Context: an optimization exercise on an open-source flow, tuned for small area and few clock cycles per item. The choices shown serve that exercise and are no tape-out recipe. Only simulation tests tie the RTL to the original design; equivalence was not proved. Power figures rest on the tool's default switching activity, not on a simulated workload.

==> flow/design.v <==
`timescale 1ns / 1ps
`default_nettype none
module multi_slot_stopwatch (
	input  wire                 clk,
	input  wire                 arst_n,
	input  wire                 cmd_valid,
	output logic                cmd_stall,
	input  wire  [7:0]          cmd,
	output logic                rsp_valid,
	input  wire                 rsp_stall,
	output logic [70:0]         rsp
);
	localparam logic [3:0] OP_TICK       = 4'd0;
	localparam logic [3:0] OP_START      = 4'd1;
	localparam logic [3:0] OP_STOP       = 4'd2;
	localparam logic [3:0] OP_RESTART    = 4'd3;
	localparam logic [3:0] OP_CLAIM      = 4'd4;
	localparam logic [3:0] OP_CLAIM_FREE = 4'd5;
	localparam logic [3:0] OP_RELEASE    = 4'd6;
	localparam logic [3:0] OP_RESTAMP    = 4'd7;
	localparam logic [3:0] OP_QUERY      = 4'd8;
	localparam logic [10:0] MAX_H  = 11'd1193;
	localparam logic [5:0]  MAX_M  = 6'd2;
	localparam logic [5:0]  MAX_S  = 6'd47;
	localparam logic [9:0]  MAX_MS = 10'd295;
	wire [3:0] op = cmd[7:4];
	wire [3:0] sl = cmd[3:0];
	logic vld_q;
	wire  hold = vld_q && rsp_stall;
	wire  take = cmd_valid && !hold;
	assign cmd_stall = hold;
	assign rsp_valid = vld_q;
	always_ff @(posedge clk or negedge arst_n) begin
		if (!arst_n) begin
			vld_q <= 1'b0;
		end else if (!hold) begin
			vld_q <= cmd_valid;
		end
	end
	function automatic logic [10:0] radd11(input logic [10:0] a, input logic [10:0] b);
		logic c;
		begin
			c = 1'b0;
			for (int i = 0; i < 11; i++) begin
				radd11[i] = a[i] ^ b[i] ^ c;
				c = (a[i] & b[i]) | (c & (a[i] ^ b[i]));
			end
		end
	endfunction
	function automatic logic [10:0] rinc11(input logic [10:0] a);
		logic c;
		begin
			c = 1'b1;
			for (int i = 0; i < 11; i++) begin
				rinc11[i] = a[i] ^ c;
				c = a[i] & c;
			end
		end
	endfunction
	logic [9:0]  e_ms;
	logic [5:0]  e_s, e_m;
	logic [10:0] e_h;
	logic        running;
	logic [15:0] busy;
	logic [9:0]  st_ms [16];
	logic [5:0]  st_s  [16];
	logic [5:0]  st_m  [16];
	logic [10:0] st_h  [16];
	logic [15:0] free_oh;
	logic [3:0]  free_idx;
	logic        free_found;
	always_comb begin
		free_oh  = '0;
		free_idx = '0;
		for (int i = 15; i >= 0; i--) begin
			if (!busy[i]) begin
				free_oh     = '0;
				free_oh[i]  = 1'b1;
				free_idx    = 4'(i);
			end
		end
		free_found = !(&busy);
	end
	logic [15:0] sl_oh;
	always_comb begin
		sl_oh = '0;
		sl_oh[sl] = 1'b1;
	end
	wire is_claim   = op == OP_CLAIM;
	wire is_cfree   = op == OP_CLAIM_FREE;
	wire is_release = op == OP_RELEASE;
	wire is_restamp = op == OP_RESTAMP;
	wire is_query   = op == OP_QUERY;
	wire [15:0] we = {16{take}} &
		(({16{is_claim | is_release | is_restamp}} & sl_oh) | ({16{is_cfree}} & free_oh));
	wire e_zero = (e_ms == '0) && (e_s == '0) && (e_m == '0) && (e_h == '0);
	wire e_max  = (e_ms == MAX_MS) && (e_s == MAX_S) && (e_m == MAX_M) && (e_h == MAX_H);
	always_ff @(posedge clk or negedge arst_n) begin
		if (!arst_n) begin
			e_ms    <= '0;
			e_s     <= '0;
			e_m     <= '0;
			e_h     <= '0;
			running <= 1'b0;
			busy    <= '0;
		end else if (take) begin
			case (op)
				OP_TICK: begin
					if (running) begin
						if (e_max) begin
							e_ms <= '0;
							e_s  <= '0;
							e_m  <= '0;
							e_h  <= '0;
						end else if (e_ms != 10'd999) begin
							e_ms <= 10'(rinc11(11'(e_ms)));
						end else begin
							e_ms <= '0;
							if (e_s != 6'd59) begin
								e_s <= 6'(rinc11(11'(e_s)));
							end else begin
								e_s <= '0;
								if (e_m != 6'd59) begin
									e_m <= 6'(rinc11(11'(e_m)));
								end else begin
									e_m <= '0;
									e_h <= rinc11(e_h);
								end
							end
						end
					end
				end
				OP_START, OP_STOP: begin
					e_ms    <= '0;
					e_s     <= '0;
					e_m     <= '0;
					e_h     <= '0;
					running <= op == OP_START;
				end
				OP_RESTART: begin
					if (e_zero) begin
						running <= 1'b1;
					end
				end
				OP_CLAIM: busy[sl] <= 1'b1;
				OP_CLAIM_FREE: busy <= busy | free_oh;
				OP_RELEASE: busy[sl] <= 1'b0;
				default: begin
				end
			endcase
		end
	end
	always_ff @(posedge clk) begin
		for (int i = 0; i < 16; i++) begin
			if (we[i]) begin
				st_ms[i] <= e_ms;
				st_s[i]  <= e_s;
				st_m[i]  <= e_m;
				st_h[i]  <= e_h;
			end
		end
	end
	wire [15:0] qsel = {16{is_query}} & busy & sl_oh;
	wire        qb   = |qsel;
	logic [32:0] s_cat;
	always_comb begin
		s_cat = '0;
		for (int i = 0; i < 16; i++) begin
			s_cat = s_cat | ({33{qsel[i]}} & {st_h[i], st_m[i], st_s[i], st_ms[i]});
		end
	end
	wire [9:0]  s_ms = s_cat[9:0];
	wire [5:0]  s_s  = s_cat[15:10];
	wire [5:0]  s_m  = s_cat[21:16];
	wire [10:0] s_h  = s_cat[32:22];
	wire [32:0] e_cat = {e_h, e_m, e_s, e_ms};
	logic [32:0] pg_g, pg_p, gg, pp;
	logic [33:0] cry;
	always_comb begin
		pg_g = e_cat & ~s_cat;
		pg_p = e_cat ^ ~s_cat;
		gg = pg_g;
		pp = pg_p;
		gg[0] = pg_g[0] | pg_p[0];
		for (int l = 0; l < 6; l++) begin
			for (int j = (2 << l) - 1; j < 33; j += (2 << l)) begin
				gg[j] = gg[j] | (pp[j] & gg[j - (1 << l)]);
				pp[j] = pp[j] & pp[j - (1 << l)];
			end
		end
		for (int l = 4; l >= 0; l--) begin
			for (int j = (3 << l) - 1; j < 33; j += (2 << l)) begin
				gg[j] = gg[j] | (pp[j] & gg[j - (1 << l)]);
				pp[j] = pp[j] & pp[j - (1 << l)];
			end
		end
		cry = {gg, 1'b1};
	end
	wire [33:0] dif = {1'b0, pg_p ^ cry[32:0]};
	wire [33:0] brw = ~cry;
	logic [3:0] slot_out;
	logic       status;
	logic       slot_busy;
	wire        busy_sl = |(busy & sl_oh);
	always_comb begin
		slot_out  = '0;
		status    = 1'b0;
		slot_busy = 1'b0;
		case (op)
			OP_CLAIM: begin
				slot_out  = sl;
				slot_busy = 1'b1;
			end
			OP_CLAIM_FREE: begin
				slot_out  = free_found ? free_idx : 4'd0;
				slot_busy = free_found;
				status    = !free_found;
			end
			OP_RELEASE: slot_out = sl;
			OP_RESTAMP, OP_QUERY: begin
				slot_out  = sl;
				slot_busy = busy_sl;
			end
			default: begin
			end
		endcase
	end
	logic [3:0]  r_slot;
	logic        r_status;
	logic        r_busy;
	logic [32:0] r_dif;
	logic        r_b_ms, r_b_s, r_b_m, r_wrap;
	always_ff @(posedge clk) begin
		if (!hold) begin
			r_slot   <= slot_out;
			r_status <= status;
			r_busy   <= slot_busy;
			r_dif    <= {33{qb}} & dif[32:0];
			r_b_ms   <= qb && brw[10];
			r_b_s    <= qb && brw[16];
			r_b_m    <= qb && brw[22];
			r_wrap   <= qb && brw[33];
		end
	end
	wire [9:0]  f_ms = r_dif[9:0];
	wire [5:0]  f_s  = r_dif[15:10];
	wire [5:0]  f_m  = r_dif[21:16];
	wire [10:0] f_h  = r_dif[32:22];
	wire        c0   = r_wrap && (r_b_ms ? (f_ms >= 10'd728) : (f_ms >= 10'd704));
	wire        c1   = r_wrap && (r_b_s ? (f_s >= 6'd17) || (c0 && (f_s == 6'd16))
	                                    : (f_s >= 6'd13) || (c0 && (f_s == 6'd12)));
	wire        c2   = r_wrap && (r_b_m ? (f_m >= 6'd62) || (c1 && (f_m == 6'd61))
	                                    : (f_m >= 6'd58) || (c1 && (f_m == 6'd57)));
	wire [9:0]  k_ms = (r_b_ms ? 10'd1000 : 10'd0) + (!r_wrap ? 10'd0 : c0 ? 10'd320 : 10'd296);
	wire [5:0]  k_s  = (r_b_s ? 6'd60 : 6'd0) + (!r_wrap ? 6'd0 : c1 ? 6'd51 : 6'd47) + 6'(c0);
	wire [5:0]  k_m  = (r_b_m ? 6'd60 : 6'd0) + (!r_wrap ? 6'd0 : c2 ? 6'd6 : 6'd2) + 6'(c1);
	wire [9:0]  o_ms = 10'(radd11(11'(f_ms), 11'(k_ms)));
	wire [5:0]  o_s  = 6'(radd11(11'(f_s), 11'(k_s)));
	wire [5:0]  o_m  = 6'(radd11(11'(f_m), 11'(k_m)));
	wire [10:0] o_h  = radd11(f_h, !r_wrap ? 11'd0 : c2 ? 11'd1194 : 11'd1193);
	wire [3:0]  k_sel = {r_wrap, r_b_m, r_b_s, r_b_ms};
	wire [31:0] k_c   = '0
			| ({32{k_sel == 4'd0}} & 32'd3077644864)
			| ({32{k_sel == 4'd1}} & 32'd3077644840)
			| ({32{k_sel == 4'd2}} & 32'd3077640864)
			| ({32{k_sel == 4'd3}} & 32'd3077640840)
			| ({32{k_sel == 4'd4}} & 32'd3077404864)
			| ({32{k_sel == 4'd5}} & 32'd3077404840)
			| ({32{k_sel == 4'd6}} & 32'd3077400864)
			| ({32{k_sel == 4'd7}} & 32'd3077400840)
			| ({32{k_sel == 4'd8}} & 32'd4294779456)
			| ({32{k_sel == 4'd9}} & 32'd4294779432)
			| ({32{k_sel == 4'd10}} & 32'd4294775456)
			| ({32{k_sel == 4'd11}} & 32'd4294775432)
			| ({32{k_sel == 4'd12}} & 32'd4294539456)
			| ({32{k_sel == 4'd13}} & 32'd4294539432)
			| ({32{k_sel == 4'd14}} & 32'd4294535456)
			| ({32{k_sel == 4'd15}} & 32'd4294535432);
	wire t_s1 = f_h[0] ^ f_m[0];
	wire t_c2 = f_h[0] & f_m[0];
	wire t_s3 = f_h[1] ^ f_m[1] ^ ~f_m[3];
	wire t_c4 = (f_h[1] & f_m[1]) | (~f_m[3] & (f_h[1] ^ f_m[1]));
	wire t_s5 = ~f_h[0] ^ f_h[2] ^ f_m[0];
	wire t_c6 = (~f_h[0] & f_h[2]) | (f_m[0] & (~f_h[0] ^ f_h[2]));
	wire t_s7 = f_m[2] ^ ~f_m[4];
	wire t_c8 = f_m[2] & ~f_m[4];
	wire t_s9 = ~f_h[1] ^ f_h[3] ^ f_m[1];
	wire t_c10 = (~f_h[1] & f_h[3]) | (f_m[1] & (~f_h[1] ^ f_h[3]));
	wire t_s11 = f_m[3] ^ ~f_m[5];
	wire t_c12 = f_m[3] & ~f_m[5];
	wire t_s13 = ~f_h[2] ^ f_h[4] ^ f_m[0];
	wire t_c14 = (~f_h[2] & f_h[4]) | (f_m[0] & (~f_h[2] ^ f_h[4]));
	wire t_s15 = f_m[2] ^ f_m[4];
	wire t_c16 = f_m[2] & f_m[4];
	wire t_s17 = ~f_h[0] ^ ~f_h[3] ^ f_h[5];
	wire t_c18 = (~f_h[0] & ~f_h[3]) | (f_h[5] & (~f_h[0] ^ ~f_h[3]));
	wire t_s19 = f_m[1] ^ f_m[3] ^ f_m[5];
	wire t_c20 = (f_m[1] & f_m[3]) | (f_m[5] & (f_m[1] ^ f_m[3]));
	wire t_s21 = ~f_h[1] ^ ~f_h[4] ^ f_h[6];
	wire t_c22 = (~f_h[1] & ~f_h[4]) | (f_h[6] & (~f_h[1] ^ ~f_h[4]));
	wire t_s23 = ~f_m[0] ^ f_m[2] ^ f_m[4];
	wire t_c24 = (~f_m[0] & f_m[2]) | (f_m[4] & (~f_m[0] ^ f_m[2]));
	wire t_s25 = ~f_h[2] ^ ~f_h[5] ^ f_h[7];
	wire t_c26 = (~f_h[2] & ~f_h[5]) | (f_h[7] & (~f_h[2] ^ ~f_h[5]));
	wire t_s27 = ~f_m[1] ^ f_m[3] ^ f_m[5];
	wire t_c28 = (~f_m[1] & f_m[3]) | (f_m[5] & (~f_m[1] ^ f_m[3]));
	wire t_s29 = ~f_h[3] ^ ~f_h[6] ^ f_h[8];
	wire t_c30 = (~f_h[3] & ~f_h[6]) | (f_h[8] & (~f_h[3] ^ ~f_h[6]));
	wire t_s31 = ~f_h[0] ^ ~f_h[4] ^ ~f_h[7];
	wire t_c32 = (~f_h[0] & ~f_h[4]) | (~f_h[7] & (~f_h[0] ^ ~f_h[4]));
	wire t_s33 = f_h[9] ^ f_m[0];
	wire t_c34 = f_h[9] & f_m[0];
	wire t_s35 = ~f_h[1] ^ ~f_h[5] ^ ~f_h[8];
	wire t_c36 = (~f_h[1] & ~f_h[5]) | (~f_h[8] & (~f_h[1] ^ ~f_h[5]));
	wire t_s37 = ~f_h[2] ^ ~f_h[6];
	wire t_c38 = ~f_h[2] & ~f_h[6];
	wire t_s39 = ~f_h[0] ^ ~f_h[3];
	wire t_c40 = ~f_h[0] & ~f_h[3];
	wire t_s41 = ~f_m[0] ^ ~f_s[0];
	wire t_c42 = ~f_m[0] & ~f_s[0];
	wire t_s43 = ~f_m[1] ^ ~f_s[1] ^ f_s[3];
	wire t_c44 = (~f_m[1] & ~f_s[1]) | (f_s[3] & (~f_m[1] ^ ~f_s[1]));
	wire t_s45 = ~f_m[2] ^ ~f_s[2] ^ f_s[4];
	wire t_c46 = (~f_m[2] & ~f_s[2]) | (f_s[4] & (~f_m[2] ^ ~f_s[2]));
	wire t_s47 = f_ms[7] ^ k_c[7];
	wire t_c48 = f_ms[7] & k_c[7];
	wire t_s49 = ~f_s[3] ^ f_s[5] ^ f_ms[8];
	wire t_c50 = (~f_s[3] & f_s[5]) | (f_ms[8] & (~f_s[3] ^ f_s[5]));
	wire t_s51 = k_c[8] ^ t_c2 ^ t_s3;
	wire t_c52 = (k_c[8] & t_c2) | (t_s3 & (k_c[8] ^ t_c2));
	wire t_s53 = ~f_s[4] ^ f_ms[9] ^ k_c[9];
	wire t_c54 = (~f_s[4] & f_ms[9]) | (k_c[9] & (~f_s[4] ^ f_ms[9]));
	wire t_s55 = t_c4 ^ t_s5 ^ t_s7;
	wire t_c56 = (t_c4 & t_s5) | (t_s7 & (t_c4 ^ t_s5));
	wire t_s57 = f_s[0] ^ ~f_s[5] ^ t_c6;
	wire t_c58 = (f_s[0] & ~f_s[5]) | (t_c6 & (f_s[0] ^ ~f_s[5]));
	wire t_s59 = t_c8 ^ t_s9 ^ t_s11;
	wire t_c60 = (t_c8 & t_s9) | (t_s11 & (t_c8 ^ t_s9));
	wire t_s61 = f_s[1] ^ k_c[11] ^ t_c10;
	wire t_c62 = (f_s[1] & k_c[11]) | (t_c10 & (f_s[1] ^ k_c[11]));
	wire t_s63 = t_c12 ^ t_s13 ^ t_s15;
	wire t_c64 = (t_c12 & t_s13) | (t_s15 & (t_c12 ^ t_s13));
	wire t_s65 = f_s[2] ^ k_c[12] ^ t_c14;
	wire t_c66 = (f_s[2] & k_c[12]) | (t_c14 & (f_s[2] ^ k_c[12]));
	wire t_s67 = t_c16 ^ t_s17 ^ t_s19;
	wire t_c68 = (t_c16 & t_s17) | (t_s19 & (t_c16 ^ t_s17));
	wire t_s69 = f_s[3] ^ k_c[13] ^ t_c18;
	wire t_c70 = (f_s[3] & k_c[13]) | (t_c18 & (f_s[3] ^ k_c[13]));
	wire t_s71 = t_c20 ^ t_s21 ^ t_s23;
	wire t_c72 = (t_c20 & t_s21) | (t_s23 & (t_c20 ^ t_s21));
	wire t_s73 = f_s[4] ^ k_c[14] ^ t_c22;
	wire t_c74 = (f_s[4] & k_c[14]) | (t_c22 & (f_s[4] ^ k_c[14]));
	wire t_s75 = t_c24 ^ t_s25 ^ t_s27;
	wire t_c76 = (t_c24 & t_s25) | (t_s27 & (t_c24 ^ t_s25));
	wire t_s77 = ~f_m[2] ^ f_m[4] ^ f_s[5];
	wire t_c78 = (~f_m[2] & f_m[4]) | (f_s[5] & (~f_m[2] ^ f_m[4]));
	wire t_s79 = t_c26 ^ t_c28 ^ t_s29;
	wire t_c80 = (t_c26 & t_c28) | (t_s29 & (t_c26 ^ t_c28));
	wire t_s81 = ~f_m[3] ^ f_m[5] ^ 1'b1;
	wire t_c82 = (~f_m[3] & f_m[5]) | (1'b1 & (~f_m[3] ^ f_m[5]));
	wire t_s83 = t_c30 ^ t_s31 ^ t_s33;
	wire t_c84 = (t_c30 & t_s31) | (t_s33 & (t_c30 ^ t_s31));
	wire t_s85 = f_h[10] ^ f_m[1] ^ ~f_m[4];
	wire t_c86 = (f_h[10] & f_m[1]) | (~f_m[4] & (f_h[10] ^ f_m[1]));
	wire t_s87 = t_c32 ^ t_c34 ^ t_s35;
	wire t_c88 = (t_c32 & t_c34) | (t_s35 & (t_c32 ^ t_c34));
	wire t_s89 = ~f_h[9] ^ f_m[2] ^ ~f_m[5];
	wire t_c90 = (~f_h[9] & f_m[2]) | (~f_m[5] & (~f_h[9] ^ f_m[2]));
	wire t_s91 = k_c[18] ^ t_c36 ^ t_s37;
	wire t_c92 = (k_c[18] & t_c36) | (t_s37 & (k_c[18] ^ t_c36));
	wire t_s93 = ~f_h[7] ^ ~f_h[10] ^ f_m[3];
	wire t_c94 = (~f_h[7] & ~f_h[10]) | (f_m[3] & (~f_h[7] ^ ~f_h[10]));
	wire t_s95 = k_c[19] ^ t_c38 ^ t_s39;
	wire t_c96 = (k_c[19] & t_c38) | (t_s39 & (k_c[19] ^ t_c38));
	wire t_s97 = ~f_h[1] ^ ~f_h[4] ^ ~f_h[8];
	wire t_c98 = (~f_h[1] & ~f_h[4]) | (~f_h[8] & (~f_h[1] ^ ~f_h[4]));
	wire t_s99 = f_m[4] ^ k_c[20] ^ t_c40;
	wire t_c100 = (f_m[4] & k_c[20]) | (t_c40 & (f_m[4] ^ k_c[20]));
	wire t_s101 = ~f_h[2] ^ ~f_h[5] ^ ~f_h[9];
	wire t_c102 = (~f_h[2] & ~f_h[5]) | (~f_h[9] & (~f_h[2] ^ ~f_h[5]));
	wire t_s103 = f_m[5] ^ 1'b1;
	wire t_c104 = f_m[5] & 1'b1;
	wire t_s105 = f_h[0] ^ ~f_h[3] ^ ~f_h[6];
	wire t_c106 = (f_h[0] & ~f_h[3]) | (~f_h[6] & (f_h[0] ^ ~f_h[3]));
	wire t_s107 = ~f_h[10] ^ 1'b1;
	wire t_c108 = ~f_h[10] & 1'b1;
	wire t_s109 = f_h[1] ^ ~f_h[4] ^ ~f_h[7];
	wire t_c110 = (f_h[1] & ~f_h[4]) | (~f_h[7] & (f_h[1] ^ ~f_h[4]));
	wire t_s111 = f_h[2] ^ ~f_h[5];
	wire t_c112 = f_h[2] & ~f_h[5];
	wire t_s113 = f_h[3] ^ ~f_h[6];
	wire t_c114 = f_h[3] & ~f_h[6];
	wire t_s115 = f_h[4] ^ ~f_h[7];
	wire t_c116 = f_h[4] & ~f_h[7];
	wire t_s117 = f_s[2] ^ f_ms[5];
	wire t_c118 = f_s[2] & f_ms[5];
	wire t_s119 = f_ms[6] ^ k_c[6] ^ t_c42;
	wire t_c120 = (f_ms[6] & k_c[6]) | (t_c42 & (f_ms[6] ^ k_c[6]));
	wire t_s121 = t_s1 ^ t_c44 ^ t_s45;
	wire t_c122 = (t_s1 & t_c44) | (t_s45 & (t_s1 ^ t_c44));
	wire t_s123 = t_c46 ^ t_c48 ^ t_s49;
	wire t_c124 = (t_c46 & t_c48) | (t_s49 & (t_c46 ^ t_c48));
	wire t_s125 = t_c50 ^ t_c52 ^ t_s53;
	wire t_c126 = (t_c50 & t_c52) | (t_s53 & (t_c50 ^ t_c52));
	wire t_s127 = t_c54 ^ t_c56 ^ t_s57;
	wire t_c128 = (t_c54 & t_c56) | (t_s57 & (t_c54 ^ t_c56));
	wire t_s129 = t_c58 ^ t_c60 ^ t_s61;
	wire t_c130 = (t_c58 & t_c60) | (t_s61 & (t_c58 ^ t_c60));
	wire t_s131 = t_c62 ^ t_c64 ^ t_s65;
	wire t_c132 = (t_c62 & t_c64) | (t_s65 & (t_c62 ^ t_c64));
	wire t_s133 = t_c66 ^ t_c68 ^ t_s69;
	wire t_c134 = (t_c66 & t_c68) | (t_s69 & (t_c66 ^ t_c68));
	wire t_s135 = t_c70 ^ t_c72 ^ t_s73;
	wire t_c136 = (t_c70 & t_c72) | (t_s73 & (t_c70 ^ t_c72));
	wire t_s137 = t_c74 ^ t_c76 ^ t_s77;
	wire t_c138 = (t_c74 & t_c76) | (t_s77 & (t_c74 ^ t_c76));
	wire t_s139 = t_c78 ^ t_c80 ^ t_s81;
	wire t_c140 = (t_c78 & t_c80) | (t_s81 & (t_c78 ^ t_c80));
	wire t_s141 = t_c82 ^ t_c84 ^ t_s85;
	wire t_c142 = (t_c82 & t_c84) | (t_s85 & (t_c82 ^ t_c84));
	wire t_s143 = t_c86 ^ t_c88 ^ t_s89;
	wire t_c144 = (t_c86 & t_c88) | (t_s89 & (t_c86 ^ t_c88));
	wire t_s145 = t_c90 ^ t_c92 ^ t_s93;
	wire t_c146 = (t_c90 & t_c92) | (t_s93 & (t_c90 ^ t_c92));
	wire t_s147 = t_c94 ^ t_c96 ^ t_s97;
	wire t_c148 = (t_c94 & t_c96) | (t_s97 & (t_c94 ^ t_c96));
	wire t_s149 = t_c98 ^ t_c100 ^ t_s101;
	wire t_c150 = (t_c98 & t_c100) | (t_s101 & (t_c98 ^ t_c100));
	wire t_s151 = t_c102 ^ t_c104 ^ t_s105;
	wire t_c152 = (t_c102 & t_c104) | (t_s105 & (t_c102 ^ t_c104));
	wire t_s153 = k_c[23] ^ t_c106 ^ t_c108;
	wire t_c154 = (k_c[23] & t_c106) | (t_c108 & (k_c[23] ^ t_c106));
	wire t_s155 = ~f_h[8] ^ 1'b1 ^ t_c110;
	wire t_c156 = (~f_h[8] & 1'b1) | (t_c110 & (~f_h[8] ^ 1'b1));
	wire t_s157 = ~f_h[9] ^ 1'b1 ^ t_c112;
	wire t_c158 = (~f_h[9] & 1'b1) | (t_c112 & (~f_h[9] ^ 1'b1));
	wire t_s159 = ~f_h[10] ^ 1'b1 ^ t_c114;
	wire t_c160 = (~f_h[10] & 1'b1) | (t_c114 & (~f_h[10] ^ 1'b1));
	wire t_s161 = f_h[5] ^ ~f_h[8] ^ k_c[27];
	wire t_c162 = (f_h[5] & ~f_h[8]) | (k_c[27] & (f_h[5] ^ ~f_h[8]));
	wire t_s163 = f_h[6] ^ ~f_h[9];
	wire t_c164 = f_h[6] & ~f_h[9];
	wire t_s165 = f_h[7] ^ ~f_h[10];
	wire t_c166 = f_h[7] & ~f_h[10];
	wire t_s167 = f_s[0] ^ f_ms[3];
	wire t_c168 = f_s[0] & f_ms[3];
	wire t_s169 = f_s[1] ^ f_ms[4];
	wire t_c170 = f_s[1] & f_ms[4];
	wire t_s171 = k_c[5] ^ t_s41 ^ t_s117;
	wire t_c172 = (k_c[5] & t_s41) | (t_s117 & (k_c[5] ^ t_s41));
	wire t_s173 = t_s43 ^ t_c118 ^ t_s119;
	wire t_c174 = (t_s43 & t_c118) | (t_s119 & (t_s43 ^ t_c118));
	wire t_s175 = t_s47 ^ t_c120 ^ t_s121;
	wire t_c176 = (t_s47 & t_c120) | (t_s121 & (t_s47 ^ t_c120));
	wire t_s177 = t_s51 ^ t_c122 ^ t_s123;
	wire t_c178 = (t_s51 & t_c122) | (t_s123 & (t_s51 ^ t_c122));
	wire t_s179 = t_s55 ^ t_c124 ^ t_s125;
	wire t_c180 = (t_s55 & t_c124) | (t_s125 & (t_s55 ^ t_c124));
	wire t_s181 = t_s59 ^ t_c126 ^ t_s127;
	wire t_c182 = (t_s59 & t_c126) | (t_s127 & (t_s59 ^ t_c126));
	wire t_s183 = t_s63 ^ t_c128 ^ t_s129;
	wire t_c184 = (t_s63 & t_c128) | (t_s129 & (t_s63 ^ t_c128));
	wire t_s185 = t_s67 ^ t_c130 ^ t_s131;
	wire t_c186 = (t_s67 & t_c130) | (t_s131 & (t_s67 ^ t_c130));
	wire t_s187 = t_s71 ^ t_c132 ^ t_s133;
	wire t_c188 = (t_s71 & t_c132) | (t_s133 & (t_s71 ^ t_c132));
	wire t_s189 = t_s75 ^ t_c134 ^ t_s135;
	wire t_c190 = (t_s75 & t_c134) | (t_s135 & (t_s75 ^ t_c134));
	wire t_s191 = t_s79 ^ t_c136 ^ t_s137;
	wire t_c192 = (t_s79 & t_c136) | (t_s137 & (t_s79 ^ t_c136));
	wire t_s193 = t_s83 ^ t_c138 ^ t_s139;
	wire t_c194 = (t_s83 & t_c138) | (t_s139 & (t_s83 ^ t_c138));
	wire t_s195 = t_s87 ^ t_c140 ^ t_s141;
	wire t_c196 = (t_s87 & t_c140) | (t_s141 & (t_s87 ^ t_c140));
	wire t_s197 = t_s91 ^ t_c142 ^ t_s143;
	wire t_c198 = (t_s91 & t_c142) | (t_s143 & (t_s91 ^ t_c142));
	wire t_s199 = t_s95 ^ t_c144 ^ t_s145;
	wire t_c200 = (t_s95 & t_c144) | (t_s145 & (t_s95 ^ t_c144));
	wire t_s201 = t_s99 ^ t_c146 ^ t_s147;
	wire t_c202 = (t_s99 & t_c146) | (t_s147 & (t_s99 ^ t_c146));
	wire t_s203 = t_s103 ^ t_c148 ^ t_s149;
	wire t_c204 = (t_s103 & t_c148) | (t_s149 & (t_s103 ^ t_c148));
	wire t_s205 = t_s107 ^ t_c150 ^ t_s151;
	wire t_c206 = (t_s107 & t_c150) | (t_s151 & (t_s107 ^ t_c150));
	wire t_s207 = t_s109 ^ t_c152 ^ t_s153;
	wire t_c208 = (t_s109 & t_c152) | (t_s153 & (t_s109 ^ t_c152));
	wire t_s209 = t_s111 ^ t_c154 ^ t_s155;
	wire t_c210 = (t_s111 & t_c154) | (t_s155 & (t_s111 ^ t_c154));
	wire t_s211 = t_s113 ^ t_c156 ^ t_s157;
	wire t_c212 = (t_s113 & t_c156) | (t_s157 & (t_s113 ^ t_c156));
	wire t_s213 = t_s115 ^ t_c158 ^ t_s159;
	wire t_c214 = (t_s115 & t_c158) | (t_s159 & (t_s115 ^ t_c158));
	wire t_s215 = t_c116 ^ t_c160 ^ t_s161;
	wire t_c216 = (t_c116 & t_c160) | (t_s161 & (t_c116 ^ t_c160));
	wire t_s217 = 1'b1 ^ t_c162 ^ t_s163;
	wire t_c218 = (1'b1 & t_c162) | (t_s163 & (1'b1 ^ t_c162));
	wire t_s219 = 1'b1 ^ t_c164 ^ t_s165;
	wire t_c220 = (1'b1 & t_c164) | (t_s165 & (1'b1 ^ t_c164));
	wire t_s221 = f_h[8] ^ k_c[30] ^ t_c166;
	wire t_c222 = (f_h[8] & k_c[30]) | (t_c166 & (f_h[8] ^ k_c[30]));
	wire t_s223 = f_h[9] ^ 1'b1;
	wire t_c224 = f_h[9] & 1'b1;
	wire [31:0] sum_a = {t_c222, t_c220, t_c218, t_c216, t_c214, t_c212, t_c210, t_c208, t_c206, t_c204, t_c202, t_c200, t_c198, t_c196, t_c194, t_c192, t_c190, t_c188, t_c186, t_c184, t_c182, t_c180, t_c178, t_c176, t_c174, t_c172, t_c170, t_c168, k_c[3], f_ms[2], f_ms[1], f_ms[0]};
	wire [31:0] sum_b = {t_s223, t_s221, t_s219, t_s217, t_s215, t_s213, t_s211, t_s209, t_s207, t_s205, t_s203, t_s201, t_s199, t_s197, t_s195, t_s193, t_s191, t_s189, t_s187, t_s185, t_s183, t_s181, t_s179, t_s177, t_s175, t_s173, t_s171, t_s169, t_s167, 1'b0, 1'b0, 1'b0};
	logic [31:0] cv_g, cv_p, cv_gg, cv_pp;
	always_comb begin
		cv_g  = sum_a & sum_b;
		cv_p  = sum_a ^ sum_b;
		cv_gg = cv_g;
		cv_pp = cv_p;
		for (int l = 0; l < 5; l++) begin
			for (int j = (2 << l) - 1; j < 32; j += (2 << l)) begin
				cv_gg[j] = cv_gg[j] | (cv_pp[j] & cv_gg[j - (1 << l)]);
				cv_pp[j] = cv_pp[j] & cv_pp[j - (1 << l)];
			end
		end
		for (int l = 3; l >= 0; l--) begin
			for (int j = (3 << l) - 1; j < 32; j += (2 << l)) begin
				cv_gg[j] = cv_gg[j] | (cv_pp[j] & cv_gg[j - (1 << l)]);
				cv_pp[j] = cv_pp[j] & cv_pp[j - (1 << l)];
			end
		end
	end
	wire [31:0] delta = cv_p ^ {cv_gg[30:0], 1'b0};
	assign rsp = {r_slot, r_status, r_busy, delta, o_h, o_m, o_s, o_ms};
endmodule
`default_nettype wire
==> flow/flow/run.sh <==
#!/bin/bash
# The standard layout (the standard.sh, standard synthesis included), with
# the input and output port buffers made from the smallest buffer cell.
set -euo pipefail
export BUFFER_PORTS_ARGS="-buffer_cell sky130_fd_sc_hd__buf_1"
bash standard.sh > standard.log 2>&1
==> flow/standard.sh <==
#!/bin/bash
# synth_recipe.tcl (not shown) runs the flow's synth.tcl, then flattens the netlist and writes it again
# the make line also repeats each setting of config.mk as NAME=value (left out here)
make -C /OpenROAD-flow-scripts/flow DESIGN_CONFIG=/design/flow/config.mk WORK_HOME=/design/flow/orfs CLKGATE_MAP_FILE= SYNTH_SCRIPT=/design/flow/synth_recipe.tcl "${@:-finish}"
==> flow/config.mk <==
export PLATFORM = sky130hd
export DESIGN_NAME = multi_slot_stopwatch
export DESIGN_NICKNAME = multi_slot_stopwatch
export VERILOG_FILES = /design/flow/design.v
export SDC_FILE = /design/flow/constraint.sdc
export NUM_CORES = 4
export LEC_CHECK = 0
export CAP_MARGIN = 0
export CORE_MARGIN = 2
export CORE_UTILIZATION = 75
export CTS_CLUSTER_DIAMETER = 90
export CTS_CLUSTER_SIZE = 26
export PLACE_DENSITY = 0.8
export SLEW_MARGIN = 0
==> flow/constraint.sdc <==
create_clock -name core_clock -period 8.5 [get_ports {clk}]
set_input_delay 1.7000 -clock core_clock [delete_from_list [all_inputs] [get_ports {clk}]]
set_output_delay 1.7000 -clock core_clock [all_outputs]
set_load 0.01 [all_outputs]
==> results of run 1 <==
-- power breakdown --
group | leakage, nW | switching, mW | internal (mW)
clock network | 0.410 | 0.927 | 0.658
logic | 5.53 | 1.23 | 0.848
registers | 6.22 | 0.154 | 3.47
-- synthesized netlist by cell type, types with 14 or more instances --
| master | count | area share |
|---|---|---|
| a22o_1 | 50 | 0.015 |
| nor2_1 | 109 | 0.014 |
| xnor2_1 | 19 | 0.0055 |
| nand3_1 | 58 | 0.0097 |
| nor4_1 | 14 | 0.0029 |
| clkbuf_1 | 30 | 0.0037 |
| edfxtp_1 | 571 | 0.57 |
| a22oi_1 | 149 | 0.037 |
| nor3_1 | 26 | 0.0043 |
| fa_1 | 135 | 0.090 |
| a31oi_1 | 16 | 0.0033 |
| xor2_1 | 28 | 0.0082 |
| dfrtp_1 | 51 | 0.042 |
| nand4_1 | 32 | 0.0067 |
| ha_1 | 131 | 0.055 |
| inv_1 | 193 | 0.024 |
| o21ai_0 | 53 | 0.0088 |
| a21oi_1 | 45 | 0.0075 |
| buf_2 | 49 | 0.0082 |
| a221oi_1 | 16 | 0.0047 |
| a21o_1 | 17 | 0.0042 |
| a222oi_1 | 14 | 0.0047 |
| nand2_1 | 161 | 0.020 |
| a221o_1 | 18 | 0.0060 |
-- layout by cell type, fill, tap and decap left out, drive strengths merged, types with 7 or more instances in the layout --
| cell | instances |
|---|---|
| edfxtp | 571 |
| inv | 195 |
| nand2 | 161 |
| buf | 153 |
| a22oi | 149 |
| fa | 135 |
| ha | 131 |
| nor2 | 111 |
| nand3 | 59 |
| o21ai | 55 |
| dfrtp | 51 |
| a22o | 50 |
| clkbuf | 48 |
| a21oi | 46 |
| nand4 | 32 |
| xor2 | 28 |
| nor3 | 26 |
| xnor2 | 19 |
| a221o | 18 |
| a21o | 17 |
| a31oi | 16 |
| a221oi | 16 |
| nor4 | 14 |
| a222oi | 14 |
| and3 | 14 |
| and2 | 12 |
| nand2b | 9 |
| o21a | 9 |
| and4 | 9 |
| nor2b | 8 |
| nor3b | 8 |
| or2 | 8 |
| a2111oi | 8 |
| or4 | 7 |
-- per-layer routing --
layer | share of wire | vias up | wire (um) | global-route usage
li1 | - | 8188 | - | -
met1 | 0.35 | 9604 | 27800 | 0.545
met2 | 0.45 | 1630 | 36000 | 0.592
met3 | 0.15 | 323 | 11600 | 0.0859
met4 | 0.051 | 0 | 4060 | 0.189
met5 | 0 | - | 0 | 0
-- state kept, by name, indices dropped and copies added, names as in the netlist, 4 cells and up, named ones only --
name / flops
r_dif: 33
st_ms: 160
e_h: 11
st_m: 96
e_s: 6
e_ms: 10
st_h: 176
e_m: 6
r_slot: 4
st_s: 96
-- area by class of cell --
| class | count | area, um2 |
|---|---|---|
| fill | 2180 | 7470 |
| tap | 525 | 657 |
| inverter | 193 | 724 |
| multi-input combinational | 1244 | 10600 |
| sequential | 622 | 18400 |
| timing repair buffer | 154 | 867 |
| clock buffer | 47 | 793 |
| clock inverter | 6 | 70.1 |
-- critical path, cell delays in order, from the launching register on --
cell and delay [ps]:
edfxtp_1 630, inv_1 180, fa_1 580, inv_1 60
fa_1 410, fa_1 530, fa_1 470, ha_1 240
or4_1 390, a21oi_1 200, a311oi_1 170, nand4_1 180
o221ai_1 170, o221ai_1 310, a211oi_1 220, a31o_2 300
fa_1 370, xnor2_1 200, xnor2_1 130, buf_1 160
-- path summary, 6_finish.rpt --
path                                     start                   to  cells past startpoint
max                        r_dif[16]$_DFFE_PN_              rsp[64]                     19
min                        e_ms[8]$_DFFE_PN0P_  e_ms[8]$_DFFE_PN0P_                      1
max reg2reg                               flop  r_dif[30]$_DFFE_PN_                     18
min reg2reg                e_ms[8]$_DFFE_PN0P_  e_ms[8]$_DFFE_PN0P_                      1
max in group asynchronous               arst_n   e_h[0]$_DFFE_PN0P_                      2
min in group asynchronous               arst_n  busy[0]$_DFFE_PN0P_                      2
-- repair_timing --
item,4_1_cts,5_1_grt
hold buffers,0,0
gates resized for setup,0,1
buffers inserted,0,0
endpoints found under the setup margin,0,1
-- logic make-up (layout without fill, tap and decap cells) --
group	count (synthesis)	in the layout	share of synthesized area
buf+inv	287	400	0.0400
flops	622	622	0.613
xor+xnor	47	47	0.0137
mux	2	2	0.000750
compound gates	442	442	0.110
fa+ha+maj	266	266	0.145
simple gates	487	487	0.0780
==> reports/qor.yml, run 1 <==
outcome:
  status: "timing/DRC/antenna clean"
critical_path:
  cp_max_fo: 6
  rrSetupSlack_ps: 2780
  cp_data_required_time_ps: 6800
  cp_data_arrival_time_ps: 6510
  startpoint_type: "flop"
  cp-end-kind: "primary output"
  crit_type: "reg2out"
clock_network:
  htree_levels: 1
  cts_buffers: 29
  path_clk_slew_ps: 100
  cts_buffer_depth: 3
  cts.sink_count: 622
  clock_latency_ps: 620
  cts-root-buf: "clkbuf_16"
  cts_tree: "yes"
layout:
  layout.nets: 2522
  stdcell_area_um2: 32200
  final_core_util: 0.812
  num_antenna_cells: 0
  drive_above_1_share: 0.0719
  fin_cells: 2791
  area_delta_synth_final_pct: 7.08
place:
  placed_area_um2: 31300
  post-place-cells: 2738
  dp_slack_ps: 577
  dp_hpwl_um: 50800
  portBuffers: 84
  routabilityCongestion: 0.936
timing:
  post-route-period-util: 0.966
  clock.fmax_mhz: 122
  finalSetupViolCount: 0
  max-slew-margin-rel: 0.231
  setup_tns_ps: 0
  finalCriticalPeriod_ps: 8210
  hold_viol: 0
  worstMarginPinSlew_ps: 1150
  slew_violations: 0
  hold_slack_ps: 557
  worst_slack_ps: 286
  fin_worst_skew_ps: 25.1
  rsz0062_at_grt: "no"
floorplan:
  core_area_um2: 39600
  start_util: 0.758
  ios: 85
  fp.dieH_um: 204
  die_x_um: 204
  die-area_um2: 41700
  rows: 73
synthesis:
  synth_seq_cells: 622
  syn-num-nets: 2431
  async_flop_share: 0.0820
  syn_inst: 2153
  synth-edff-count: 571
  ys_seq_area_frac: 0.613
  syn_area_um2: 30000
  synth_cell_types: 77
  synth_area_per_cell_um2: 14.0
  yosysWarnings: 5
  synthFlopType: "edfxtp_1"
worst_hold_path:
  hp-class: "reg2reg"
route:
  drc: 0
  dr.pass1.iters: 6
  ant_nets: 0
  via_per_inst: 7.07
  routedWlPerCell_um: 28.5
  dr_total_vias: 19700
  drt-initial-drc-count: 3016
  totalWireLength_um: 79500
power:
  totalPowerFinal_mw: 7.29
  p_leak_nw: 12.2
  vdd_drop_max_v: 0.000231
  p_per_area_nw_per_um2: 227
global_route:
  grt_max_degree: 52
  overflow: 0
  grt_pass1_vias: 19900
  grt_usage: 0.389
  grt_pass1_wl_um: 118000
  antenna_found_initial: 0
flow_run:
  max_cap_violations: 0
Testbench counts, summed over its fixed seeds: cycles 24,016, items 24,000.
==> inputs of run 2 (changes only) <==
--- a/flow/config.mk
+++ b/flow/config.mk
@@ -7,8 +7,8 @@
 export LEC_CHECK = 0
 export CAP_MARGIN = 0
 export CORE_MARGIN = 2
-export CORE_UTILIZATION = 75
+export CORE_UTILIZATION = 65
 export CTS_CLUSTER_DIAMETER = 90
 export CTS_CLUSTER_SIZE = 26
-export PLACE_DENSITY = 0.8
+export GPL_TIMING_DRIVEN = 0
 export SLEW_MARGIN = 0
==> run 2 against run 1 <==
- via count decreased by 1.3%
- highest routed layer unchanged
- critical path depth unchanged
- sequential cell count stayed put
- largest power group unchanged
- global-route usage shrank 3.5 points
==> reports/qor.yml, run 2 <==
outcome:
  status: "timing/DRC/antenna clean"
critical_path:
  rr_endpoint: "r_dif[31]$_DFFE_PN_"
  crit_buf_inv: 3
  r2r_cells: 20
  slowest_delay_ps: 600
  cpMaxStageDelayCell: "edfxtp_1"
  crit_chain: "inv_1, fa_1, inv_1, fa_1, fa_1, fa_1, ha_1, or4_1, a21oi_1, a311oi_1, nand4_1, o221ai_1, o221ai_1, a211oi_1, a31o_2, fa_1, xnor2_1, xnor2_1, buf_1"
  startpoint_type: "flop"
  cp_data_required_time_ps: 6800
  cp_data_arrival_time_ps: 6520
  cp-end-kind: "primary output"
  crit_family: "adder cells"
  rrSetupSlack_ps: 2270
  cp_max_fo: 6
  cpMostUsedCell: "fa_1"
  crit_type: "reg2out"
synthesis:
  syn_inst: 2153
  synth_area_leader_cell: "edfxtp_1"
  synthTopCellsByArea: "edfxtp_1 (57%), fa_1 (9.0%), ha_1 (5.5%)"
  yosysWarnings: 5
  synth_area_per_cell_um2: 14.0
  ys_seq_area_frac: 0.613
  syn_area_um2: 30000
  synthFlopType: "edfxtp_1"
  syn-num-nets: 2431
  synth_cell_types: 77
  synth.top_cell.area_share: 0.571
  synth.top_cells.by_count: "edfxtp_1 (571), inv_1 (193), nand2_1 (161)"
  synth-edff-count: 571
  yosysMostFrequentCell: "edfxtp_1"
  synth_seq_cells: 622
  async_flop_share: 0.0820
power:
  switchingPower_mw: 2.38
  p_leak_nw: 12.3
  clkPwrFrac: 0.217
  p_per_area_nw_per_um2: 226
  seqPwrFrac: 0.494
  combPwrFrac: 0.289
  vdd_drop_max_v: 0.000294
  p_int_mw: 5.00
  switching_share: 0.322
flow_run:
  max_cap_violations: 0
clock_network:
  clock_latency_ps: 630
  cts.sink_count: 622
  htree_levels: 1
  cts_tree: "yes"
  cts_buffer_depth: 3
  cts_buffers: 29
  postCtsHoldBufs: 0
  path_clk_slew_ps: 100
  cts-root-buf: "clkbuf_16"
route:
  routedWlPerCell_um: 28.8
  totalWireLength_um: 83800
  ant_nets: 0
  drt-initial-drc-count: 2856
  dr.pass1.iters: 7
  via_per_inst: 6.70
  dr_total_vias: 19500
  drc: 0
timing:
  slew_violations: 0
  clock.fmax_mhz: 122
  max-slew-margin-rel: 0.174
  post-route-period-util: 0.967
  finalSetupViolCount: 0
  finalCriticalPeriod_ps: 8220
  worstMarginPinSlew_ps: 1240
  hold_viol: 0
  setup_tns_ps: 0
  fin_worst_skew_ps: 39.1
  rsz0062_at_grt: "yes"
place:
  dp_hpwl_um: 58600
  post-place-cells: 2854
  routabilityCongestion: 0.949
  portBuffers: 81
layout:
  layout.nets: 2563
  final_cell_mix: "edfxtp_1 (571), inv_1 (193), nand2_1 (160)"
  fin_cells: 2908
  num_antenna_cells: 0
  area_delta_synth_final_pct: 8.47
  largest_reg_flops: 176
  drive_above_1_share: 0.0754
  final_core_util: 0.717
  top_regs: "st_h (176), st_ms (160)"
  regMostFlops: "st_h"
  layout.cells.most_common: "edfxtp_1"
global_route:
  grt_pass1_wl_um: 121000
  overflow: 0
  antenna_found_initial: 0
  grt_pass1_vias: 18800
  grt_max_degree: 40
  grt_usage: 0.355
floorplan:
  die-area_um2: 48000
  fp.dieH_um: 219
  start_util: 0.661
  die_x_um: 219
  rows: 78
  ios: 85
  core_area_um2: 45500
worst_hold_path:
  hold_path_depth: 2
  hp-class: "reg2reg"
[run 2: power by group through the flow]
stage	Combinational, mW	Clock [mW]	Sequential [mW]
finish	2.13	1.60	3.64
global route	2.38	1.71	3.66
CTS	2.12	1.60	3.64
detailed placement	2.11	0	3.71
global placement	2.02	0	3.70
floorplan	1.49	0	3.63
[run 2: cell families after synthesis]
group | Yosys count | share of synthesized area
AOI/OAI and AO/OA | 442 | 0.110
xor gates and xnor gates | 47 | 0.0137
adders and majority gates | 266 | 0.145
buffers and inverters | 287 | 0.0400
DFF | 622 | 0.613
muxes | 2 | 0.000750
and+or+nand+nor | 487 | 0.0780
[run 2: metrics by stage]
stage                     hold WS [ps]  area, um2  total power [mW]  worst slack, ps
after global routing               654      32600              7.75            -10.9
after detailed placement           575      31700              5.82             -860
after global placement             568      31100              5.71             -718
after floorplan                    515      30000              5.12             1810
after CTS                          603      32600              7.36             91.5
final                              614      32600              7.38              285
[run 2: per-layer routing]
layer	GRT usage	part of all wire	up-vias
met5	0	0	-
met4	0.129	0.040	0
met3	0.0477	0.12	201
met2	0.556	0.46	1317
met1	0.519	0.38	9694
li1	-	-	8274
[run 2: area by class of cell]
type / instances / area [um2]
buffer: 94 / 480
clock buffer: 48 / 807
timing repair buffer: 101 / 743
clock inverter: 6 / 72.6
sequential: 622 / 18400
inverter: 193 / 724
fill: 3071 / 12900
tap: 600 / 751
multi-input combinational: 1244 / 10600
[run 2: worst reg2reg max path, stage by stage (launching register included)]
cell       delay (ps)
dfrtp_1           430
o211ai_1          240
nor2_2            370
buf_2             470
buf_2             390
buf_2             430
a221oi_1          170
nand4_1           130
ha_1              170
fa_1              230
nor2b_1            60
o21ai_0           210
a21boi_0          170
o21ai_1           360
o31ai_2           200
a2111oi_1         500
o311ai_0          290
or2_2             350
fa_1              420
xnor2_1           300
nor2_1             80
[run 2: what timing repair did]
action	4_1_cts	5_1_grt
resized for setup	1	14
buffers inserted	0	0
pin swaps	0	0
endpoints found under the setup margin	4	6
[run 2: how the worst max path moves through the flow]
stage / slack [ps] / startpoint / endpoint / depth (start not counted)
after global routing: -10 / cmd[1] / r_dif[31]$_DFFE_PN_ / 23
final: 280 / r_dif[16]$_DFFE_PN_ / rsp[64] / 19
after detailed placement: -860 / cmd[1] / r_dif[31]$_DFFE_PN_ / 26
after global placement: -720 / cmd[1] / r_dif[31]$_DFFE_PN_ / 26
after CTS: 90 / cmd[1] / r_dif[31]$_DFFE_PN_ / 25
after floorplan: 1810 / r_dif[17]$_DFFE_PN_ / rsp[64] / 18
==> inputs of run 3 (changes only) <==
--- a/flow/config.mk
+++ b/flow/config.mk
@@ -10,5 +10,4 @@
 export CORE_UTILIZATION = 65
 export CTS_CLUSTER_DIAMETER = 90
 export CTS_CLUSTER_SIZE = 26
-export GPL_TIMING_DRIVEN = 0
 export SLEW_MARGIN = 0
==> run 3 against run 2 <==
- synthesized area unchanged
- non-clock buffer count down 39
- final area down 0.90%
- clock power about the same
- sequential cell count unchanged
- fmax up 0.37%
- combinational power about the same
- die area unchanged
- clock skew down 12 ps
- synthesized cell count unchanged
- core utilization down 0.65 points
- setup slack better by 30 ps
- critical path type unchanged
- critical endpoint unchanged
- largest cell class unchanged
- largest power group unchanged
==> reports/qor.yml, run 3 <==
layout:
  top_regs: "st_h (176), st_ms (160)"
  area_delta_synth_final_pct: 7.49
  layout.cells.most_common: "edfxtp_1"
  drive_above_1_share: 0.0732
  layout.nets: 2524
  regMostFlops: "st_h"
  final_cell_mix: "edfxtp_1 (571), inv_1 (193), nand2_1 (160)"
  largest_reg_flops: 176
  fin_cells: 2868
synthesis:
  synth_area_leader_cell: "edfxtp_1"
  syn_area_um2: 30000
  synth.top_cells.by_count: "edfxtp_1 (571), inv_1 (193), nand2_1 (161)"
  syn_inst: 2153
  synth_seq_cells: 622
  synth.top_cell.area_share: 0.571
  synthFlopType: "edfxtp_1"
  async_flop_share: 0.0820
  synth-edff-count: 571
  yosysWarnings: 5
  ys_seq_area_frac: 0.613
  syn-num-nets: 2431
  synth_area_per_cell_um2: 14.0
  yosysMostFrequentCell: "edfxtp_1"
  synthTopCellsByArea: "edfxtp_1 (57%), fa_1 (9.0%), ha_1 (5.5%)"
  synth_cell_types: 77
critical_path:
  slowest_delay_ps: 600
  cp_data_required_time_ps: 6800
  cpMostUsedCell: "fa_1"
  cp_data_arrival_time_ps: 6490
  r2r_cells: 18
  cp-end-kind: "primary output"
  startpoint_type: "flop"
  crit_type: "reg2out"
  crit_chain: "inv_1, fa_1, inv_1, fa_1, fa_1, fa_1, ha_1, or4_1, a21oi_1, a311oi_1, nand4_1, o221ai_1, o221ai_1, a211oi_1, a31o_2, fa_1, xnor2_1, xnor2_1, buf_1"
  cp_max_fo: 6
  cpMaxStageDelayCell: "edfxtp_1"
route:
  routedWlPerCell_um: 28.0
  via_per_inst: 6.67
  drc: 0
  dr_total_vias: 19100
  ant_nets: 0
  totalWireLength_um: 80200
  drt-initial-drc-count: 2736
  dr.pass1.iters: 6
timing:
  finalSetupViolCount: 0
  fin_worst_skew_ps: 26.8
  clock.fmax_mhz: 122
  slew_violations: 0
  max-slew-margin-rel: 0.313
  worstMarginPinSlew_ps: 1030
  post-route-period-util: 0.963
  finalCriticalPeriod_ps: 8190
  rsz0062_at_grt: "no"
  hold_viol: 0
  setup_tns_ps: 0
place:
  routabilityCongestion: 0.994
  portBuffers: 84
  post-place-cells: 2815
  dp_hpwl_um: 51800
worst_hold_path:
  hold_path_depth: 2
  hp-class: "reg2reg"
floorplan:
  die-area_um2: 48000
  die_x_um: 219
  ios: 85
  start_util: 0.661
  rows: 78
  core_area_um2: 45500
  fp.dieH_um: 219
clock_network:
  cts-root-buf: "clkbuf_16"
  path_clk_slew_ps: 100
  cts_buffer_depth: 3
  cts_tree: "yes"
  postCtsHoldBufs: 0
  clock_latency_ps: 610
  htree_levels: 1
  cts.sink_count: 622
  cts_buffers: 29
global_route:
  grt_usage: 0.343
  grt_pass1_wl_um: 119000
  grt_max_degree: 52
  grt_pass1_vias: 18900
  overflow: 0
  antenna_found_initial: 1
power:
  p_leak_nw: 12.2
  totalPowerFinal_mw: 7.33
  p_per_area_nw_per_um2: 227
  vdd_drop_max_v: 0.000360
flow_run:
  max_cap_violations: 0
outcome:
  status: "timing/DRC/antenna clean"
==> run 3: cell counts after synthesis <==
Identical to the previous run, type by type.
==> run 3: worst max-delay path: cells and delay by family (launching register included) <==
family	cells	cell delay, ps
buffers and inverters	3	410
AND/OR/NAND/NOR	2	590
XOR/XNOR	2	340
flip-flops	1	600
AO/OA/AOI/OAI	6	1300
adder cells (fa/ha/maj)	6	2620
==> run 3: where the power goes <==
part	internal (mW)	switching [mW]	leakage, nW	total, mW
Clock	0.674	0.922	0.418	1.60
Combinational	0.854	1.26	5.54	2.11
Sequential	3.47	0.150	6.22	3.62
==> run 3: cell type report <==
cell class	instances	area, um2
Timing Repair Buffer	156	882
Clock inverter	5	61.3
Inverter	193	724
Antenna cell	1	2.50
Sequential cell	622	18400
Fill cell	3083	13200
Tap cell	600	751
Clock buffer	47	815
Multi-Input combinational cell	1244	10600
==> run 3: through the flow <==
step	hold slack, ps	utilization	setup WS (ps)	cell area (um2)
global placement	572	0.691	818	31400
global route	653	0.710	34.9	32300
floorplan	515	-	1810	30000
detailed placement	575	0.691	572	31400
finish	610	0.710	314	32300
CTS	599	0.710	280	32300
==> run 3: cells by family (layout without fill, tap and decap cells) <==
| family | Yosys count | after routing | share of synthesized area |
|---|---|---|---|
| compound gates | 442 | 442 | 0.110 |
| xor+xnor | 47 | 47 | 0.0137 |
| fa+ha+maj | 266 | 266 | 0.145 |
| buf+inv | 287 | 401 | 0.0400 |
| flops | 622 | 622 | 0.613 |
| mux | 2 | 2 | 0.000750 |
| other cells | 0 | 1 | 0 |
| simple gates | 487 | 487 | 0.0780 |
==> run 3: timing repair <==
| action | in CTS | in global routing |
|---|---|---|
| setup buffers | 0 | 0 |
| endpoints found under the setup margin | 0 | 1 |
| resized for setup | 0 | 1 |
==> run 3: worst paths after layout <==
| kind | from | endpoint | slack, ps |
|---|---|---|---|
| min in group asynchronous | arst_n | e_ms[0]$_DFFE_PN0P_ | 1280 |
| max in group asynchronous | arst_n | running$_DFFE_PN0P_ | 6680 |
| worst max-delay path | r_dif[16]$_DFFE_PN_ | rsp[64] | 310 |
| worst max register to register | flop | r_dif[31]$_DFFE_PN_ | 3110 |
| worst min-delay path | flop | flop | 610 |
| worst min register to register | flop | flop | 610 |
==> run 3: layer usage <==
metal | track usage | part of all wire
met1 | 0.495 | 0.39
met4 | 0.114 | 0.034
met5 | 0 | 0
met3 | 0.0496 | 0.11
met2 | 0.545 | 0.47
==> inputs of run 4 (changes only) <==
--- a/flow/config.mk
+++ b/flow/config.mk
@@ -8,6 +8,6 @@
 export CAP_MARGIN = 0
 export CORE_MARGIN = 2
 export CORE_UTILIZATION = 65
-export CTS_CLUSTER_DIAMETER = 90
-export CTS_CLUSTER_SIZE = 26
+export CTS_CLUSTER_DIAMETER = 80
+export CTS_CLUSTER_SIZE = 32
 export SLEW_MARGIN = 0
==> run 4 against run 3 <==
- non-clock buffer count unchanged
- die area unchanged
- clock skew increased by 59 ps
- register-to-register slack got worse by 30 ps
- core utilization increased by 0.11 points
- hold slack got worse by 3.5 ps
- combinational power about the same
- sequential cell count unchanged
- critical path depth unchanged
- first-iteration DRC count increased by 9.0%
- synthesized cell count unchanged
- largest cell class unchanged
==> reports/qor.yml, run 4 <==
clock_network:
  cts_buffer_depth: 3
  cts.sink_count: 622
  cts-root-buf: "clkbuf_16"
  htree_levels: 1
  path_clk_slew_ps: 100
  postCtsHoldBufs: 0
  clock_latency_ps: 660
  cts_setup_buffers: 0
  cts_resized: 0
  cts_buffers: 28
  cts_tree: "yes"
critical_path:
  cp_max_fo: 6
  crit_type: "reg2out"
  cpMostUsedCell: "fa_1"
  slowest_delay_ps: 610
  cpMaxStageDelayCell: "edfxtp_1"
  crit_start: "r_dif[16]$_DFFE_PN_"
  startpoint_type: "flop"
  cp_data_required_time_ps: 6800
  r2r_cells: 18
  cp-end-kind: "primary output"
  crit_chain: "inv_1, fa_1, inv_1, fa_1, fa_1, fa_1, ha_1, or4_1, a21oi_1, a311oi_1, nand4_1, o221ai_1, o221ai_1, a211oi_1, a31o_2, fa_1, xnor2_1, xnor2_1, buf_1"
  cp_data_arrival_time_ps: 6460
  rrSetupSlack_ps: 3080
  rr_endpoint: "r_dif[31]$_DFFE_PN_"
worst_hold_path:
  hold_path_depth: 2
  hp-class: "reg2reg"
synthesis:
  ys_seq_area_frac: 0.613
  synth_fa_ha_area_frac: 0.145
  synthFlopType: "edfxtp_1"
  synth.top_cells.by_count: "edfxtp_1 (571), inv_1 (193), nand2_1 (161)"
  syn_area_um2: 30000
  yosysWarnings: 5
  synth_top_family_by_area: "adder cells"
  syn-num-nets: 2431
  synthTopCellsByArea: "edfxtp_1 (57%), fa_1 (9.0%), ha_1 (5.5%)"
  synth.top_cell.area_share: 0.571
  synth.area.mux_share: 0.000750
  yosys.area_share.simple: 0.0780
  synthXorXnorAreaFrac: 0.0137
  synth_seq_cells: 622
  synth_cell_types: 77
  synth_compound_area_frac: 0.110
  synth_area_per_cell_um2: 14.0
  synth-edff-count: 571
  syn_inst: 2153
  async_flop_share: 0.0820
  yosysMostFrequentCell: "edfxtp_1"
  synth_area_leader_cell: "edfxtp_1"
timing:
  finalCriticalPeriod_ps: 8160
  rsz0062_at_grt: "no"
  hold_viol: 0
  finalSetupViolCount: 0
  fin_worst_skew_ps: 86.0
  worstMarginPinSlew_ps: 1020
  post-route-period-util: 0.960
  slew_violations: 0
  max-slew-margin-rel: 0.314
  clock.fmax_mhz: 123
  setup_tns_ps: 0
layout:
  ff_latch_area_um2: 18400
  fillerInstances: 3080
  fin_cells: 2867
  layout.cells.most_common: "edfxtp_1"
  final_cell_mix: "edfxtp_1 (571), inv_1 (193), nand2_1 (160)"
  layout.nets: 2523
  stdcell_area_um2: 32300
  largest_reg_flops: 176
  top_regs: "st_h (176), st_ms (160)"
  multi_input_area_um2: 10600
  drive_above_1_share: 0.0759
  regMostFlops: "st_h"
  area_delta_synth_final_pct: 7.66
power:
  totalPowerFinal_mw: 7.36
  seqPwrFrac: 0.491
  switchingPower_mw: 2.37
  switching_share: 0.322
  p_leak_nw: 12.2
  vdd_drop_max_v: 0.000362
  clkPwrFrac: 0.221
  combPwrFrac: 0.287
  p_int_mw: 4.99
  p_per_area_nw_per_um2: 227
global_route:
  grt_usage: 0.343
  grt_pass1_vias: 19000
  antenna_found_initial: 1
  overflow: 0
  grt_pass1_wl_um: 120000
  grt_max_degree: 52
route:
  dr.pass1.iters: 6
  ant_nets: 0
  drc: 0
  totalWireLength_um: 80000
  drt-initial-drc-count: 2982
  dr_total_vias: 19100
  routedWlPerCell_um: 27.9
  via_per_inst: 6.65
floorplan:
  die-area_um2: 48000
  fp.dieH_um: 219
  core_area_um2: 45500
  die_x_um: 219
  ios: 85
  rows: 78
  start_util: 0.661
place:
  post-place-cells: 2815
  portBuffers: 84
  routabilityCongestion: 0.994
  placed_area_um2: 31400
  dp_hpwl_um: 51800
flow_run:
  max_cap_violations: 0
outcome:
  status: "timing/DRC/antenna clean"
run 4: cell counts after synthesis:
No cell type changed its count.
run 4: routing by layer:
metal / routed length (um) / track usage
met5: 0 / 0
met4: 2900 / 0.118
met3: 7760 / 0.0474
met2: 37600 / 0.546
met1: 31700 / 0.495
run 4: worst max-delay path by stage:
stage                               end  slack, ps
finish                          rsp[64]        340
global route                    rsp[32]         60
CTS                             rsp[64]        300
detailed placement  r_dif[31]$_DFFE_PN_        570
global placement    r_dif[31]$_DFFE_PN_        820
floorplan                       rsp[64]       1810
run 4: kinds of logic after synthesis:
family          after synthesis
mux                           2
buf+inv                     287
flops                       622
simple gates                487
xor+xnor                     47
compound gates              442
fa+ha+maj                   266
run 4: final cells by class:
cell class / count / share of cell area
repair buffers: 156 / 0.0273
clock buffers: 37 / 0.0233
well taps: 600 / 0.0232
flip-flops and latches: 622 / 0.570
inverters: 193 / 0.0224
multi-input cells: 1244 / 0.329
diodes: 1 / 0.0000774
clock inverters: 14 / 0.00534
run 4: stage by stage:
step	worst slack, ps	util	hold WS (ps)
after floorplan	1810	-	515
after global placement	818	0.691	572
after detailed placement	572	0.691	575
after CTS	305	0.711	598
after global routing	56.3	0.711	653
final	341	0.711	606
run 4: power by group through the flow:
stage / clock network, mW / registers (mW) / logic [mW]
after floorplan: 0 / 3.63 / 1.49
final: 1.63 / 3.61 / 2.11
after CTS: 1.64 / 3.61 / 2.12
after detailed placement: 0 / 3.68 / 2.11
after global routing: 1.73 / 3.63 / 2.40
after global placement: 0 / 3.68 / 2.03
run 4: worst max-delay path, delay by kind of cell, from the launching register on:
kind	cells	cell delay (ps)
buf+inv	3	410
xor+xnor	2	340
compound gates	6	1300
fa+ha+maj	6	2620
simple gates	2	590
flops	1	610
==> inputs of run 5 (changes only) <==
--- a/flow/design.v
+++ b/flow/design.v
@@ -169,11 +169,7 @@
 			s_cat = s_cat | ({33{qsel[i]}} & {st_h[i], st_m[i], st_s[i], st_ms[i]});
 		end
 	end
-	wire [9:0]  s_ms = s_cat[9:0];
-	wire [5:0]  s_s  = s_cat[15:10];
-	wire [5:0]  s_m  = s_cat[21:16];
-	wire [10:0] s_h  = s_cat[32:22];
-	wire [32:0] e_cat = {e_h, e_m, e_s, e_ms};
+	wire [32:0] e_cat = {33{qb}} & {e_h, e_m, e_s, e_ms};
 	logic [32:0] pg_g, pg_p, gg, pp;
 	logic [33:0] cry;
 	always_comb begin
@@ -235,11 +231,11 @@
 			r_slot   <= slot_out;
 			r_status <= status;
 			r_busy   <= slot_busy;
-			r_dif    <= {33{qb}} & dif[32:0];
-			r_b_ms   <= qb && brw[10];
-			r_b_s    <= qb && brw[16];
-			r_b_m    <= qb && brw[22];
-			r_wrap   <= qb && brw[33];
+			r_dif    <= dif[32:0];
+			r_b_ms   <= brw[10];
+			r_b_s    <= brw[16];
+			r_b_m    <= brw[22];
+			r_wrap   <= brw[33];
 		end
 	end
 	wire [9:0]  f_ms = r_dif[9:0];
--- a/flow/config.mk
+++ b/flow/config.mk
@@ -8,6 +8,6 @@
 export CAP_MARGIN = 0
 export CORE_MARGIN = 2
 export CORE_UTILIZATION = 65
-export CTS_CLUSTER_DIAMETER = 80
-export CTS_CLUSTER_SIZE = 32
+export CTS_CLUSTER_DIAMETER = 90
+export CTS_CLUSTER_SIZE = 26
 export SLEW_MARGIN = 0
==> run 5 against run 4 <==
- still clean
- synthesized cell count decreased by 3.3%
- hold slack got worse by 3.8 ps
- fmax increased by 2.1%
- count of clock-buffer cells in the layout increased by 11
- setup slack improved by 170 ps
- total power increased by 41%
- sequential cell count unchanged
- cell count decreased by 2.5%
- register-to-register slack improved by 170 ps
- clock power about the same
- routed wire length decreased by 3.2%
- first-iteration DRC count decreased by 17%
- largest cell class unchanged
==> reports/qor.yml, run 5 <==
floorplan:
  core_area_um2: 45500
  ios: 85
  die-area_um2: 47800
  rows: 78
  fp.dieH_um: 219
  start_util: 0.659
  die_x_um: 219
route:
  drt-initial-drc-count: 2476
  drc: 0
  dr_total_vias: 18500
  totalWireLength_um: 77400
  dr.pass1.iters: 8
  ant_nets: 0
  via_per_inst: 6.63
  routedWlPerCell_um: 27.7
timing:
  setup_tns_ps: 0
  max-slew-margin-rel: 0.260
  worstMarginPinSlew_ps: 1100
  finalCriticalPeriod_ps: 7990
  hold_slack_ps: 602
  clock.fmax_mhz: 125
  fin_worst_skew_ps: 36.5
  finalSetupViolCount: 0
  slew_violations: 0
  post-route-period-util: 0.940
  hold_viol: 0
  rsz0062_at_grt: "no"
  worst_slack_ps: 506
layout:
  largest_reg_flops: 176
  layout.cells.most_common: "edfxtp_1"
  regMostFlops: "st_h"
  layout.nets: 2451
  top_regs: "st_h (176), st_ms (160)"
  num_antenna_cells: 0
  drive_above_1_share: 0.0747
  area_delta_synth_final_pct: 7.42
  final_cell_mix: "edfxtp_1 (571), inv_1 (185), fa_1 (135)"
  final_core_util: 0.708
power:
  totalPowerFinal_mw: 10.4
  vdd_drop_max_v: 0.00205
  p_per_area_nw_per_um2: 322
  p_leak_nw: 12.0
outcome:
  status: "timing/DRC/antenna clean"
critical_path:
  crit_chain: "inv_1, fa_1, inv_1, fa_1, inv_1, fa_1, inv_1, fa_1, ha_1, o21ai_0, o21ai_0, a211oi_1, o31ai_1, a31o_2, a221oi_2, a21oi_1, a31o_2, fa_1, xnor2_1, xnor2_1, buf_1"
  cpMostUsedCell: "fa_1"
  cpMaxStageDelayCell: "fa_1"
  cp_max_fo: 6
  crit_start: "r_dif[18]$_DFFE_PN_"
  crit_type: "reg2out"
  slowest_delay_ps: 560
  cp_data_arrival_time_ps: 6290
  cp-end-kind: "primary output"
  cp_data_required_time_ps: 6800
  startpoint_type: "flop"
clock_network:
  clock_latency_ps: 610
  postCtsHoldBufs: 0
  path_clk_slew_ps: 100
  cts-root-buf: "clkbuf_16"
  cts_buffers: 29
  cts_buffer_depth: 3
  cts.sink_count: 622
  cts_tree: "yes"
  htree_levels: 1
global_route:
  grt_pass1_vias: 18100
  antenna_found_initial: 2
  grt_max_degree: 52
  grt_pass1_wl_um: 114000
  grt_usage: 0.329
  overflow: 0
synthesis:
  synthTopCellsByArea: "edfxtp_1 (57%), fa_1 (9.0%), ha_1 (5.5%)"
  synth_seq_cells: 622
  synth.top_cell.area_share: 0.572
  synth_area_per_cell_um2: 14.4
  async_flop_share: 0.0820
  syn_area_um2: 30000
  synth.top_cells.by_count: "edfxtp_1 (571), inv_1 (189), fa_1 (135)"
  synthFlopType: "edfxtp_1"
  syn-num-nets: 2360
  ys_seq_area_frac: 0.615
  synth-edff-count: 571
  yosysMostFrequentCell: "edfxtp_1"
  yosysWarnings: 5
  synth_area_leader_cell: "edfxtp_1"
  synth_cell_types: 75
  syn_inst: 2082
flow_run:
  max_cap_violations: 0
place:
  routabilityCongestion: 0.928
  dp_slack_ps: 897
  portBuffers: 84
  dp_hpwl_um: 50700
worst_hold_path:
  hp-class: "reg2reg"
## run 5: cell types whose count changed in the layout (fill, tap and decap cells not counted), moves of 17 or more
cell | previous run | this run
a22oi_1 | 149 | 86
a222oi_1 | 14 | 63
nor2_1 | 84 | 38
a221oi_1 | 16 | 54
nand2_1 | 160 | 125
and3_1 | 11 | 35
nand4_1 | 32 | 12
and2_1 | 11 | 30
a221o_1 | 18 | 1
## run 5: final timing paths
kind	to	slack, ps	cells past startpoint
hold reg to reg	flop	600	2
max in group asynchronous	asynchronous set/reset pin	6740	2
setup reg to reg	r_dif[22]$_DFFE_PN_	3250	21
hold / removal	flop	600	2
min in group asynchronous	e_ms[7]$_DFFE_PN0P_	1240	2
setup / recovery	rsp[64]	510	21
## run 5: what timing repair did
item / in CTS / in global routing
endpoints found under the setup margin: 0 / 2
resized for setup: 0 / 6
setup buffers: 0 / 9
## run 5: critical path, delay by kind of cell, from the launching register on
family / cells / cell delay, ps
compound gates: 8 / 1760
flops: 1 / 500
fa+ha+maj: 6 / 2470
xor+xnor: 2 / 320
buf+inv: 5 / 630
## run 5: logic make-up (layout without fill, tap and decap cells)
family | Yosys count | in the layout | share of synthesized area
xor gates and xnor gates | 47 | 47 | 0.0137
muxes | 3 | 3 | 0.00109
buffers and inverters | 292 | 405 | 0.0424
and+or+nand+nor | 423 | 423 | 0.0733
adders and majority gates | 266 | 266 | 0.145
AOI/OAI and AO/OA | 429 | 429 | 0.110
DFF | 622 | 622 | 0.615
## run 5: routing by layer
layer  vias to the layer above  track usage  part of all wire
li1                       8055            -                 -
met1                      9354        0.478              0.41
met2                       965        0.530              0.47
met3                       148       0.0395             0.087
met4                         0        0.102             0.033
met5                         -            0                 0
## run 5: layout make-up
type                    count  area, um2
clock buffers              48        797
clock inverters             5       92.6
fillers                  3103      13300
inverters                 190        724
multi-input cells        1168      10500
flip-flops and latches    622      18400
well taps                 600        751
repair buffers            162        952
## run 5: report_power, final
| part | leakage, nW | internal [mW] | switching [mW] |
|---|---|---|---|
| combinational | 5.36 | 2.06 | 3.02 |
| clock | 0.417 | 0.689 | 0.919 |
| sequential | 6.23 | 3.49 | 0.193 |
## run 5: metrics by stage
step	instance area (um2)	instances
floorplan	30000	2082
global route	32200	2795
finish	32200	2795
global placement	31200	2733
CTS	32100	2786
detailed placement	31200	2733
Testbench counts of run 5, summed over its fixed seeds: cycles 24,016, items 24,000.

Re-timed with assumed drivers on the ports (clkbuf_16 on the clock, buf_2 on other inputs), run 5 has 0.449 ns of setup slack against 0.506 ns with ideal ports, and 0.900 ns once port delays also move by the mid clock arrival of 0.647 ns.
